From an optimization exercise on the open Yosys and OpenROAD flow, aimed at small area, a short achievable clock period and few clock cycles per item; shortcuts taken in it are not production practice.
Only the layout flow was run in this run; the RTL was not checked for function there.
Power and IR drop assume default switching activity.

File: design.v
`default_nettype none
package bmpd_pkg;
    localparam logic [1:0] KIND_PIXEL  = 2'd0;
    localparam logic [1:0] KIND_HEADER = 2'd1;
    localparam logic [1:0] KIND_ERROR  = 2'd2;
    localparam logic [2:0] ERR_SIGNATURE = 3'd0;
    localparam logic [2:0] ERR_INFO_SIZE = 3'd1;
    localparam logic [2:0] ERR_FORMAT    = 3'd2;
    localparam logic [2:0] ERR_SIZE_ZERO = 3'd3;
    localparam logic [2:0] ERR_OFFSET    = 3'd4;
    localparam logic [2:0] ERR_TOO_LARGE = 3'd5;
    localparam logic [2:0] ERR_TRUNCATED = 3'd6;
endpackage
`default_nettype wire
`default_nettype none
module bmp_stream_to_rgba_decoder (
    input  wire logic           aclk,
    input  wire logic           aresetn,
    input  wire logic           s_tvalid,
    output logic                s_tready,
    input  wire logic [7:0]     s_tdata,
    input  wire logic           s_tlast,
    output logic                m_tvalid,
    input  wire logic           m_tready,
    output logic [87:0]         m_tdata,
    output logic [1:0]          m_tuser,
    output logic                m_tlast
);
    localparam int N  = 4;
    localparam int PW = (N > 1) ? $clog2(N) : 1;
    localparam int CW = $clog2(N + 1);
    logic           ph_hdr, ph_skip, ph_pix, ph_pad, ph_ign;
    logic [5:0]     pos;
    logic [31:0]    off;
    logic [12:0]    w;
    logic           w_hi, w31;
    logic [12:0]    h;           
    logic           hz, ho;      
    logic           sig_ok, info_ok, fmt_ok, wide;
    logic [12:0]    col;         
    logic [1:0]     bip;         
    logic [31:0]    q_data [0:N-1];
    logic [1:0]     q_kind [0:N-1];
    logic           q_eol  [0:N-1];
    logic           q_last [0:N-1];
    logic [PW-1:0]  wr_ptr, rd_ptr;
    logic [CW-1:0]  count;
    logic           o_valid;
    logic [1:0]     o_kind;
    logic           o_last;
    logic [2:0]     o_err;
    logic [12:0]    o_w, o_h;
    logic [11:0]    o_x, o_y;
    logic [7:0]     o_r, o_g, o_b, o_a;
    logic           o_bu, o_eol;
    logic full, acc, push, pop;
    assign full     = (count == CW'(N));
    assign s_tready = !full;
    assign acc      = s_tvalid && !full;
    assign pop      = (count != '0) && (!o_valid || m_tready);
    logic        w_zero, h_zero, w_big, h_big, off_lt, off_eq, hdr_bad;
    logic [2:0]  hdr_code;
    logic [12:0] habs;
    assign w_zero = (w == '0) && !w_hi && !w31;
    assign h_zero = hz && (h == '0);
    assign w_big  = w_hi || (w[12] && (w[11:0] != '0));
    assign h_big  = ho ? !h[12] : (hz ? (h[12] && (h[11:0] != '0)) : 1'b1);
    assign off_lt = (off[31:6] == '0) && (off[5:0] < 6'd54);
    assign off_eq = (off == 32'd54);
    assign habs   = ho ? (13'd0 - h) : h;
    always_comb begin
        hdr_bad  = 1'b1;
        hdr_code = bmpd_pkg::ERR_SIGNATURE;
        if (!sig_ok)                     hdr_code = bmpd_pkg::ERR_SIGNATURE;
        else if (!info_ok)               hdr_code = bmpd_pkg::ERR_INFO_SIZE;
        else if (!fmt_ok)                hdr_code = bmpd_pkg::ERR_FORMAT;
        else if (w31 || w_zero || h_zero) hdr_code = bmpd_pkg::ERR_SIZE_ZERO;
        else if (off_lt)                 hdr_code = bmpd_pkg::ERR_OFFSET;
        else if (w_big || h_big)         hdr_code = bmpd_pkg::ERR_TOO_LARGE;
        else                             hdr_bad  = 1'b0;
    end
    logic hdr_end, pix_end, row_eol, row_last, pad_end, row_end, ends_ok;
    assign hdr_end  = ph_hdr && (pos == 6'd53);
    assign pix_end  = ph_pix && (bip == (wide ? 2'd3 : 2'd2));
    assign row_eol  = (col == 13'd1);
    assign row_last = (h == 13'd1);
    assign pad_end  = ph_pad && (bip == (w[1:0] - 2'd1));
    assign row_end  = (pix_end && row_eol && (wide || w[1:0] == 2'd0)) || pad_end;
    assign ends_ok  = ph_ign || (hdr_end && hdr_bad) || (row_end && row_last);
    logic        trunc;
    logic [1:0]  p_kind;
    assign trunc = s_tlast && !ends_ok;
    assign push  = acc && (hdr_end || pix_end || trunc);
    always_comb begin
        if (trunc || (hdr_end && hdr_bad)) p_kind = bmpd_pkg::KIND_ERROR;
        else if (hdr_end)                  p_kind = bmpd_pkg::KIND_HEADER;
        else                               p_kind = bmpd_pkg::KIND_PIXEL;
    end
    always_ff @(posedge aclk) begin
        if (!aresetn) begin
            ph_hdr  <= 1'b1;
            ph_skip <= 1'b0;
            ph_pix  <= 1'b0;
            ph_pad  <= 1'b0;
            ph_ign  <= 1'b0;
            pos     <= '0;
        end else if (acc) begin
            if (ph_hdr) begin
                pos <= pos + 6'd1;
                case (pos)
                    6'd0:  sig_ok <= (s_tdata == 8'h42);
                    6'd1:  sig_ok <= sig_ok && (s_tdata == 8'h4D);
                    6'd10: off[7:0]   <= s_tdata;
                    6'd11: off[15:8]  <= s_tdata;
                    6'd12: off[23:16] <= s_tdata;
                    6'd13: off[31:24] <= s_tdata;
                    6'd14: info_ok <= (s_tdata >= 8'd40);
                    6'd15, 6'd16, 6'd17: info_ok <= info_ok || (s_tdata != 8'd0);
                    6'd18: w[7:0] <= s_tdata;
                    6'd19: begin
                        w[12:8] <= s_tdata[4:0];
                        w_hi    <= (s_tdata[7:5] != '0);
                    end
                    6'd20: w_hi <= w_hi || (s_tdata != 8'd0);
                    6'd21: begin
                        w_hi <= w_hi || (s_tdata[6:0] != '0);
                        w31  <= s_tdata[7];
                    end
                    6'd22: h[7:0] <= s_tdata;
                    6'd23: begin
                        h[12:8] <= s_tdata[4:0];
                        hz      <= (s_tdata[7:5] == 3'b000);
                        ho      <= (s_tdata[7:5] == 3'b111);
                    end
                    6'd24, 6'd25: begin
                        hz <= hz && (s_tdata == 8'h00);
                        ho <= ho && (s_tdata == 8'hFF);
                    end
                    6'd26: fmt_ok <= (s_tdata == 8'd1);
                    6'd28: begin
                        fmt_ok <= fmt_ok && (s_tdata == 8'd24 || s_tdata == 8'd32);
                        wide   <= (s_tdata == 8'd32);
                    end
                    6'd29: begin
                        fmt_ok <= fmt_ok && (s_tdata == 8'd0);
                        wide   <= wide && (s_tdata == 8'd0);
                    end
                    6'd27, 6'd30, 6'd31, 6'd32, 6'd33:
                        fmt_ok <= fmt_ok && (s_tdata == 8'd0);
                    6'd53: begin
                        ph_hdr <= 1'b0;
                        if (hdr_bad) begin
                            ph_ign <= 1'b1;
                        end else begin
                            h   <= habs;
                            col <= w;
                            bip <= '0;
                            if (off_eq) ph_pix  <= 1'b1;
                            else        ph_skip <= 1'b1;
                        end
                    end
                    default: ;
                endcase
            end
            if (ph_skip) begin
                off <= off - 32'd1;
                if (off == 32'd55) begin
                    ph_skip <= 1'b0;
                    ph_pix  <= 1'b1;
                end
            end
            if (ph_pix) begin
                if (pix_end) begin
                    bip <= '0;
                    col <= row_eol ? w : col - 13'd1;
                    if (row_eol && !wide && w[1:0] != 2'd0) begin
                        ph_pix <= 1'b0;
                        ph_pad <= 1'b1;
                    end
                end else begin
                    bip <= bip + 2'd1;
                end
            end
            if (ph_pad) begin
                if (pad_end) begin
                    bip    <= '0;
                    ph_pad <= 1'b0;
                    ph_pix <= 1'b1;
                end else begin
                    bip <= bip + 2'd1;
                end
            end
            if (row_end) begin
                h <= h - 13'd1;
                if (row_last) begin
                    ph_pix <= 1'b0;
                    ph_pad <= 1'b0;
                    ph_ign <= 1'b1;
                end
            end
            if (s_tlast) begin
                ph_hdr  <= 1'b1;
                ph_skip <= 1'b0;
                ph_pix  <= 1'b0;
                ph_pad  <= 1'b0;
                ph_ign  <= 1'b0;
                pos     <= '0;
            end
        end
    end
    always_ff @(posedge aclk) begin
        for (int i = 0; i < N; i++) begin
            if (!full && wr_ptr == PW'(i)) begin
                if (ph_pix) begin
                    case (bip)
                        2'd0: q_data[i][7:0]   <= s_tdata;
                        2'd1: q_data[i][15:8]  <= s_tdata;
                        2'd2: q_data[i][23:16] <= s_tdata;
                        default: q_data[i][31:24] <= s_tdata;
                    endcase
                    if (bip == 2'd2 && !wide) q_data[i][31:24] <= 8'hFF;
                end
                if (hdr_end) begin
                    q_data[i] <= hdr_bad ? {29'd0, hdr_code}
                                         : {5'd0, !ho, habs, w};
                end
                if (acc && trunc) begin
                    q_data[i][2:0] <= bmpd_pkg::ERR_TRUNCATED;
                end
                if (push) begin
                    q_kind[i] <= p_kind;
                    q_eol[i]  <= row_eol;
                    q_last[i] <= row_eol && row_last;
                end
            end
        end
    end
    always_ff @(posedge aclk) begin
        if (!aresetn) begin
            wr_ptr <= '0;
            rd_ptr <= '0;
            count  <= '0;
        end else begin
            if (push) wr_ptr <= (wr_ptr == PW'(N - 1)) ? '0 : wr_ptr + 1'b1;
            if (pop)  rd_ptr <= (rd_ptr == PW'(N - 1)) ? '0 : rd_ptr + 1'b1;
            count <= count + CW'(push) - CW'(pop);
        end
    end
    logic [31:0] hd_data;
    logic [1:0]  hd_kind;
    logic        hd_eol, hd_last;
    assign hd_data = q_data[rd_ptr];
    assign hd_kind = q_kind[rd_ptr];
    assign hd_eol  = q_eol[rd_ptr];
    assign hd_last = q_last[rd_ptr];
    logic first;
    assign first = (o_kind == bmpd_pkg::KIND_HEADER);
    always_ff @(posedge aclk) begin
        if (!aresetn) begin
            o_valid <= 1'b0;
        end else if (pop) begin
            o_valid <= 1'b1;
        end else if (m_tready) begin
            o_valid <= 1'b0;
        end
        if (pop) begin
            o_kind <= hd_kind;
            o_eol  <= hd_eol;
            o_last <= 1'b0;
            o_err  <= '0;
            o_r    <= '0;
            o_g    <= '0;
            o_b    <= '0;
            o_a    <= '0;
            case (hd_kind)
                bmpd_pkg::KIND_PIXEL: begin
                    o_last <= hd_last;
                    o_r    <= hd_data[23:16];
                    o_g    <= hd_data[15:8];
                    o_b    <= hd_data[7:0];
                    o_a    <= hd_data[31:24];
                    if (first) begin
                        o_x <= '0;
                        o_y <= o_bu ? 12'(o_h - 13'd1) : 12'd0;
                    end else if (o_eol) begin
                        o_x <= '0;
                        o_y <= o_bu ? o_y - 12'd1 : o_y + 12'd1;
                    end else begin
                        o_x <= o_x + 12'd1;
                    end
                end
                bmpd_pkg::KIND_HEADER: begin
                    o_w  <= hd_data[12:0];
                    o_h  <= hd_data[25:13];
                    o_bu <= hd_data[26];
                    o_x  <= '0;
                    o_y  <= '0;
                end
                default: begin
                    o_err <= hd_data[2:0];
                    o_w   <= '0;
                    o_h   <= '0;
                    o_x   <= '0;
                    o_y   <= '0;
                end
            endcase
        end
    end
    assign m_tvalid = o_valid;
    assign m_tuser  = o_kind;
    assign m_tlast  = o_last;
    assign m_tdata  = {3'd0, o_a, o_b, o_g, o_r, o_y, o_x, o_h, o_w, o_err};
endmodule
`default_nettype wire
File: run.sh
#!/bin/bash
# synth_recipe.tcl (not shown) runs the flow's synth.tcl, then flattens the netlist and writes it again
# the make line also repeats each setting of config.mk as NAME=value (left out here)
make -C /OpenROAD-flow-scripts/flow DESIGN_CONFIG=/design/flow/config.mk WORK_HOME=/design/flow/orfs CLKGATE_MAP_FILE= SYNTH_SCRIPT=/design/flow/synth_recipe.tcl finish
File: config.mk
export PLATFORM = sky130hd
export DESIGN_NAME = bmp_stream_to_rgba_decoder
export DESIGN_NICKNAME = bmp_stream_to_rgba_decoder
export VERILOG_FILES = /design/flow/design.v
export SDC_FILE = /design/flow/constraint.sdc
export NUM_CORES = 4
export LEC_CHECK = 0
export CAP_MARGIN = 20
export CORE_MARGIN = 2
export CORE_UTILIZATION = 40
export SLEW_MARGIN = 20
File: constraint.sdc
create_clock -name core_clock -period 6.0 [get_ports {aclk}]
set_input_delay 1.2000 -clock core_clock [delete_from_list [all_inputs] [get_ports {aclk}]]
set_output_delay 1.2000 -clock core_clock [all_outputs]
set_load 0.01 [all_outputs]
==> summary.txt <==
-- registers in the layout (all words and copies together), names as in the netlist, 12 cells and up --
signal and count:
off 32, q_data 128, o_y 12, o_x 12, o_w 13, o_h 13, h 13, col 13
w 13
-- tightest hold or removal path, stage by stage (launching register included) --
cell and delay, ns:
dfxtp_1 0.30, inv_1 0.07, a21oi_1 0.06
-- power by group --
group	leakage [nW]	internal, W	switching [W]
sequential	3.06	0.00313	0.000235
clock	0.571	0.00127	0.000929
combinational	2.59	0.00111	0.00154
total	6.22	0.00551	0.00271
-- layer usage --
metal | part of all wire | global-route usage
met5 | 0 | 0
met4 | 0.025 | 0.0620
met3 | 0.074 | 0.0328
met2 | 0.46 | 0.300
met1 | 0.44 | 0.264
-- cell usage in the layout, fill, tap and decap left out, types with 10 or more instances in the layout --
cell type        synthesis  layout
clkinv_1                 0      10
inv_1                   42      41
o22ai_1                 21      21
nor2b_1                 13      13
clkbuf_16                0      38
a31oi_1                 10      10
nand3_1                 24      24
xnor2_1                 33      33
and3_1                  12      12
and2_1                  12      11
nor4_1                  20      20
a222oi_1                36      36
o21ai_0                 74      72
nor2_1                 216     216
edfxtp_1               315     315
xor2_1                  39      39
nand2_1                134     134
or3_1                   16      16
nor3_1                  25      24
ha_1                    38      35
clkdlybuf4s50_1          0     102
a21oi_1                 86      86
dfxtp_1                 19      19
nand2b_1                11      11
-- through the flow --
stage           util  total power, W  hold WS [ns]  std cells
2_1_floorplan      -         0.00491         0.432       1404
3_3_place_gp   0.441         0.00604         0.456       1964
3_5_place_dp   0.441         0.00609         0.464       1965
4_1_cts        0.471         0.00830         0.473       2033
5_1_grt        0.471         0.00869         0.497       2033
6_report       0.471         0.00821         0.478       2033
-- cell type report --
| type | instances | share of cell area |
|---|---|---|
| flip-flops and latches | 334 | 0.528 |
| multi-input cells | 953 | 0.307 |
| repair buffers | 111 | 0.0584 |
| clock buffers | 45 | 0.0530 |
| well taps | 525 | 0.0353 |
| clock inverters | 23 | 0.0101 |
| inverters | 42 | 0.00846 |
-- worst min-delay path by stage --
stage	from	to	slack [ns]	cells past startpoint
final	ph_ign$_SDFFE_PN0P_	ph_ign$_SDFFE_PN0P_	0.48	2
after global routing	ph_ign$_SDFFE_PN0P_	ph_ign$_SDFFE_PN0P_	0.50	2
after CTS	ph_ign$_SDFFE_PN0P_	ph_ign$_SDFFE_PN0P_	0.47	2
after detailed placement	ph_ign$_SDFFE_PN0P_	ph_ign$_SDFFE_PN0P_	0.46	2
after global placement	ph_ign$_SDFFE_PN0P_	ph_ign$_SDFFE_PN0P_	0.46	2
after floorplan	ph_ign$_SDFFE_PN0P_	ph_ign$_SDFFE_PN0P_	0.43	2
-- cells by family after synthesis --
group,synth area share
AND/OR/NAND/NOR,0.151
adder cells (fa/ha/maj),0.0323
multiplexers,0.00501
AO/OA/AOI/OAI,0.128
flip-flops,0.616
XOR/XNOR,0.0395
other,0.000235
buffers and inverters,0.0289
==> flow_summary.toml <==
[clocking]
clkSinkCount = 334
numCtsBuffers = 37
worstSkewPairLatency_ns = 0.54
cts_resized = 0
clockRootBuffer = "clkbuf_16"
clk_pin_slew_ns = 0.06
h-tree-depth = 2
cts_hold_buf = 0
clockBufferDepth = 3
tritoncts = "done"
postCtsSetupBuffers = 0

[global_routing]
grt_pass1_wl_mm = 61.6
grt_pass1_vias = 10800
grt.total_usage = 0.189
grt_max_degree = 53
overflow = 0
antenna_found_initial = 0

[power_and_ir_drop]
ir_drop_v = 0.000268
p_per_area_nw_per_um2 = 441
power_leakage_nw = 6.22

[floorplanning]
initial_utilization = 0.404
dieArea_um2 = 41600
num_io_pins = 106
num_rows = 73
die_h_um = 204
core-area_um2 = 39500
die_x_um = 204

[synthesis]
synthArstFlopShare = 0
synth_common_cells = "edfxtp_1 (315), nor2_1 (216), nand2_1 (134)"
synth_ff_type = "edfxtp_1"
ys_seq_area_frac = 0.616
yosys.area.top_type = "edfxtp_1"
ys_types = 75
synthCells = 1402
synth_top_area_frac = 0.592
syn_avg_cell_area_um2 = 11.4
yosys_warnings = 5
yosysMostFrequentCell = "edfxtp_1"
synth_edf_count = 315
syn-cell-area_um2 = 16000
ys_seq_elements = 334
ys_top_cells_by_area = "edfxtp_1 (59%), nor2_1 (5.1%), nand2_1 (3.1%)"

[setup_path]
rr_endpoint = "count[2]$_SDFF_PN0_"
worst-setup-path-type = "reg -> reg"
crit_start = "col[7]$_DFFE_PP_"
reg2reg_from = "col[7]$_DFFE_PP_"
crit_family = "compound AO/OA/AOI/OAI gates"
endpoint = "count[2]$_SDFF_PN0_"
critical_path_arrival_ns = 4.47
path_buf_inv = 1
required_ns = 6.43
cp-end-kind = "register"
startpoint_type = "register"
path_max_fanout = 16
reg2reg_slack_ns = 1.96
path_depth = 11
cp_slowest_cell = "nor4_1"
crit_path_frequent_cell = "ha_1"
reg2reg_depth = 11
path_cells = "nor4_1 > nand3_1 > o31a_1 > o211ai_1 > a31o_2 > ha_1 > inv_1 > ha_1 > fa_1 > xnor2_1 > and2_1"
critPathMaxStageDelay_ns = 0.63

[sta]
min_period_ns = 4.04
setup_slack_ns = 1.96
setup_violations = 0
skew_ns = 0.0113
slew_viol_final = 0
rsz0062_at_grt = "no"
worstMarginPinSlew_ns = 1.04
finalHoldViolCount = 0
max_freq_ghz = 0.248
maxSlewHeadroom = 0.306
setup_tns_ns = 0
period_share = 0.673

[place]
place_congestion = 0.863
io_buffers = 102
dpl_cell_area_um2 = 17400
dp_hpwl_mm = 27.4
post-place-ws_ns = 1.62

[layout]
multi_input_area_um2 = 5710
final_area_um2 = 18600
n_fill_cell = 3555
register_area_um2 = 9840
syn2layout_area_growth_pct = 16.5
drive_gt1_frac = 0.0570
antenna_cells = 0
final_nets = 1532

[min_path]
hold_path_class = "reg -> reg"

[job]
drv_cap = 0

[detailed_routing]
drt_wl_total_mm = 39.5
drc = 0
vias = 11300
wl_per_cell_um = 19.4
ant_nets = 0
drtIter0Drc = 1024
firstDrtPassIters = 6
vias_per_cell = 5.57

[run_status]
status = "timing/DRC/antenna clean"

## static timing again, ports no longer ideal
In the flow no input, the clock included, has a driving cell. The finished layout below was timed again as built, in two steps. Step 1 sets driving cells, clkbuf_16 on the clock port and buf_2 on the other inputs (assumed; they add their load-dependent delay and slew). Step 2 adds t to the input delays and takes it off the output delays; t is the mean of the earliest and latest rising clock arrival at the registers after step 1. Input paths then give back, and output paths get back, about the clock's delay inside the block. a / b / c = ideal ports / drivers / drivers and shift; a / b = the first two.
shift t [ns]: 0.587
slack for setup (ns): 1.964 / 1.964 / 1.577
latest minus earliest clock arrival (ns): 0.011 / 0.012
slew at the worst register clock pin (ns): 0.06 / 0.06
After both steps this run still meets setup and hold. The setup slack of this run moves by 0.000 ns with the drivers and by -0.387 ns with both steps.
